Context: an optimization exercise on an open-source flow, tuned for small area. The choices shown serve that exercise and are no tape-out recipe.
No driver is modelled on the clock port, so clocking that relies on it looks cheaper here than on a real chip.

== lagoon ==
==> flow/design.v (excerpt) <==
module custom_instr_accum_unit #(
  parameter int unsigned       HART_COUNT     = 2,
  parameter int unsigned       ACC_COUNT      = 4,
  parameter int unsigned       DATA_W         = 32,
  parameter int unsigned       RESULT_LATENCY = 1,
  parameter logic [DATA_W-1:0] DEFAULT_RESULT = 32'hdeadbeef,
  localparam int unsigned      HID_W = (HART_COUNT > 1) ? $clog2(HART_COUNT) : 1,
  localparam int unsigned      SEL_W = (ACC_COUNT > 1) ? $clog2(ACC_COUNT) : 1
) (
  input  logic              clk,
  input  logic              rst,
  input  logic              valid_in,
  input  logic [HID_W-1:0]  hid_in,
  input  logic [4:0]        major_opcode_in,
  input  logic [2:0]        minor_opcode_in,
  input  logic [DATA_W-1:0] op1_in,
  input  logic [DATA_W-1:0] op2_in,
  input  logic [31:0]       imm_in,
  input  logic [6:0]        funct7_in,
  output logic [DATA_W-1:0] result_out,
  output logic [15:0]       illegal_count_out
);
Size: about 1600 cells after synthesis, ~310 flip-flops, about 0.021 mm² of cells after synthesis.
Settings: LEC_CHECK=0, ABC_AREA=1, CAP_MARGIN=10, CELL_PAD_IN_SITES_DETAIL_PLACEMENT=1, CELL_PAD_IN_SITES_GLOBAL_PLACEMENT=1, CORE_MARGIN=2, CORE_UTILIZATION=35, GPL_TIMING_DRIVEN=0, PLACE_DENSITY=0.5, SLEW_MARGIN=10, SYNTH_HIERARCHICAL=1, SYNTH_MINIMUM_KEEP_SIZE=0; clock period 10.0 ns.
standard.sh (not shown) runs the stock make flow with config.mk's settings and CLKGATE_MAP_FILE= SYNTH_SCRIPT=/design/flow/synth_recipe.tcl, a recipe that flattens the netlist after the stock synthesis.
==> flow/flow/run.sh <==
#!/bin/bash
# Own layout flow: the standard ORFS flow with three changes.
#  1. Synthesis is synth_recipe.tcl unchanged except that ABC maps with
#     flow/abc_area.script (area-only mapping, no ABC buffering/upsizing);
#     OpenROAD's resizer does the timing repair afterwards.
#  2. Port buffers are the smallest buffer cell.
#  3. CTS uses small clock buffers and no dummy loads.
#  4. Synthesis leaves half adders to ABC (no ha cells).
#  5. Repair steps may not use the largest buffers (flow/hooks.tcl).
# Each tool's output goes to a log file of its own in this folder.
set -euo pipefail
W=$PWD
sed "s|@ABC_SCRIPT@|$W/flow/abc_area.script|; s|@FLOW_SYNTH@|$W/synth_recipe.tcl|" \
  flow/my_synth.tcl.in > my_synth.tcl
EXTRA=(
  "SYNTH_SCRIPT=$W/my_synth.tcl"
  "BUFFER_PORTS_ARGS=-buffer_cell sky130_fd_sc_hd__buf_1"
  "CTS_ARGS=-sink_clustering_enable -repair_clock_nets -dont_use_dummy_load -sink_clustering_size 8 -sink_clustering_max_diameter 50 -buf_list {sky130_fd_sc_hd__clkbuf_4}"
  "PRE_FLOORPLAN_TCL=$W/flow/hooks.tcl"
  "PRE_RESIZE_TCL=$W/flow/hooks.tcl"
  "PRE_CTS_TCL=$W/flow/hooks.tcl"
  "PRE_GLOBAL_ROUTE_TCL=$W/flow/hooks.tcl"
)
# Synthesis only: half adders stay plain gates for ABC (no ha cells), the
# platform's own don't-use list otherwise.
DU_PLATFORM="sky130_fd_sc_hd__probe_p_8 sky130_fd_sc_hd__probec_p_8 sky130_fd_sc_hd__lpflow_bleeder_1 sky130_fd_sc_hd__lpflow_clkbufkapwr_1 sky130_fd_sc_hd__lpflow_clkbufkapwr_16 sky130_fd_sc_hd__lpflow_clkbufkapwr_2 sky130_fd_sc_hd__lpflow_clkbufkapwr_4 sky130_fd_sc_hd__lpflow_clkbufkapwr_8 sky130_fd_sc_hd__lpflow_clkinvkapwr_1 sky130_fd_sc_hd__lpflow_clkinvkapwr_16 sky130_fd_sc_hd__lpflow_clkinvkapwr_2 sky130_fd_sc_hd__lpflow_clkinvkapwr_4 sky130_fd_sc_hd__lpflow_clkinvkapwr_8 sky130_fd_sc_hd__lpflow_decapkapwr_12 sky130_fd_sc_hd__lpflow_decapkapwr_3 sky130_fd_sc_hd__lpflow_decapkapwr_4 sky130_fd_sc_hd__lpflow_decapkapwr_6 sky130_fd_sc_hd__lpflow_decapkapwr_8 sky130_fd_sc_hd__lpflow_inputiso0n_1 sky130_fd_sc_hd__lpflow_inputiso0p_1 sky130_fd_sc_hd__lpflow_inputiso1n_1 sky130_fd_sc_hd__lpflow_inputiso1p_1 sky130_fd_sc_hd__lpflow_inputisolatch_1 sky130_fd_sc_hd__lpflow_isobufsrc_1 sky130_fd_sc_hd__lpflow_isobufsrc_16 sky130_fd_sc_hd__lpflow_isobufsrc_2 sky130_fd_sc_hd__lpflow_isobufsrc_4 sky130_fd_sc_hd__lpflow_isobufsrc_8 sky130_fd_sc_hd__lpflow_isobufsrckapwr_16 sky130_fd_sc_hd__lpflow_lsbuf_lh_hl_isowell_tap_1 sky130_fd_sc_hd__lpflow_lsbuf_lh_hl_isowell_tap_2 sky130_fd_sc_hd__lpflow_lsbuf_lh_hl_isowell_tap_4 sky130_fd_sc_hd__lpflow_lsbuf_lh_isowell_4 sky130_fd_sc_hd__lpflow_lsbuf_lh_isowell_tap_1 sky130_fd_sc_hd__lpflow_lsbuf_lh_isowell_tap_2 sky130_fd_sc_hd__lpflow_lsbuf_lh_isowell_tap_4"
bash standard.sh "${EXTRA[@]}" "DONT_USE_CELLS=$DU_PLATFORM sky130_fd_sc_hd__ha_1 sky130_fd_sc_hd__ha_2 sky130_fd_sc_hd__ha_4" synth > log_synth.txt 2>&1
bash standard.sh "${EXTRA[@]}" finish > log_finish.txt 2>&1
cp orfs/logs/sky130hd/custom_instr_accum_unit/base/*.log . 2>/dev/null || true
==> flow/flow/abc_area.script <==
&get -n
&st
&dch
&nf -R 1000
&put
topo
==> flow/flow/hooks.tcl <==
# Run before each step that repairs or sizes: keep buffering and sizing to
# small cells, so repair uses several small buffers rather than one large one.
# Logic gates stay at drive strength 2 or less; buffers may go up to 4.
set big {}
foreach lc [get_lib_cells sky130_fd_sc_hd__*] {
  set n [get_name $lc]
  if { [regexp {clkbuf|tap|fill|decap|diode} $n] } { continue }
  if { [regexp {_(6|8|12|16)$} $n] || ([regexp {_4$} $n] && ![regexp {^sky130_fd_sc_hd__buf_4$} $n]) } {
    lappend big $n
  }
}
set_dont_use $big
Other scripts of this flow, unchanged in this note and not shown: flow/flow/my_synth.tcl.in
Changes in xenon relative to lagoon:
==> flow/flow/abc_area.script <==
strash
dch
amap
&get -n
&st
&dch
&nf -R 1000
&put
topo
==> flow/flow/hooks.tcl <==
# Run before each step that repairs or sizes: keep buffering and sizing to
# small cells, so repair uses several small buffers rather than one large one.
set big {}
foreach lc [get_lib_cells sky130_fd_sc_hd__*] {
  set n [get_name $lc]
  if { [regexp {_(6|8|12|16)$} $n] && ![regexp {clkbuf|tap|fill|decap|diode} $n] } {
    lappend big $n
  }
}
set_dont_use $big
Per the final summary, xenon finished and its layout is clean on timing, DRC and antenna.
Looking at critical path launch point, the op2_in[1] result is from xenon; the minor_opcode_in[2] one comes from lagoon.
Compared with lagoon, in xenon cell count dropped about 2.2%; inserted tap cell count now sits lower; final critical-path required period increased 52 ps; worst hold margin now sits higher; number of signal-net inverters in the final layout increased by 3.8% relative to the old numbers.
Taking lagoon as the reference point, the depth of the most critical reg-to-reg path of xenon falls by about 8%.
xenon ends up with a final area that is about 0.6% lower than in lagoon.
Inputs modified between xenon and nickel:
==> flow/flow/abc_area.script <==
&get -n
&st
&dch
&nf -R 1000
&put
topo
==> run summary <==
xenon → nickel: final clock period utilization by the worst path shows a reduction of 0.82 points; synthesized cell count shows an increase of 11; wire length shows an increase of about 1.8%; core utilization shows a reduction of 0.46 points. Against xenon, nickel reports a starting density of the core that is lower. Min synthesized-area fraction occupied by adder cells across xenon and nickel: nickel.
Function was not checked in any run of this note: the RTL went through the layout flow alone.

static timing again, ports no longer ideal:
Ports are ideal in the flow. The routed layouts listed here were re-timed in OpenROAD.
Step 1: set_driving_cell puts a clkbuf_16 on clk and a buf_2 on each other input, an assumption about the parent block.
Step 2 also shifts input and output timing later by t, the mid clock arrival at the registers, as if the neighbouring blocks saw the same clock.
Slacks: ideal ports / drivers / drivers and shift; pairs: ideal ports / drivers.
run | t, ns | setup slack, ns | worst setup path after step 2
lagoon | 0.815 | 0.368 / 0.403 / -0.411 | input to register
xenon | 0.716 | 0.316 / 0.222 / -0.494 | input to register
nickel | 0.829 | 0.398 / 0.431 / -0.397 | input to register
Met with ideal ports but missed after step 2: setup timing in every run listed. The setup slack of xenon, which loses most, moves by -0.094 ns with the drivers and by -0.810 ns with both steps.
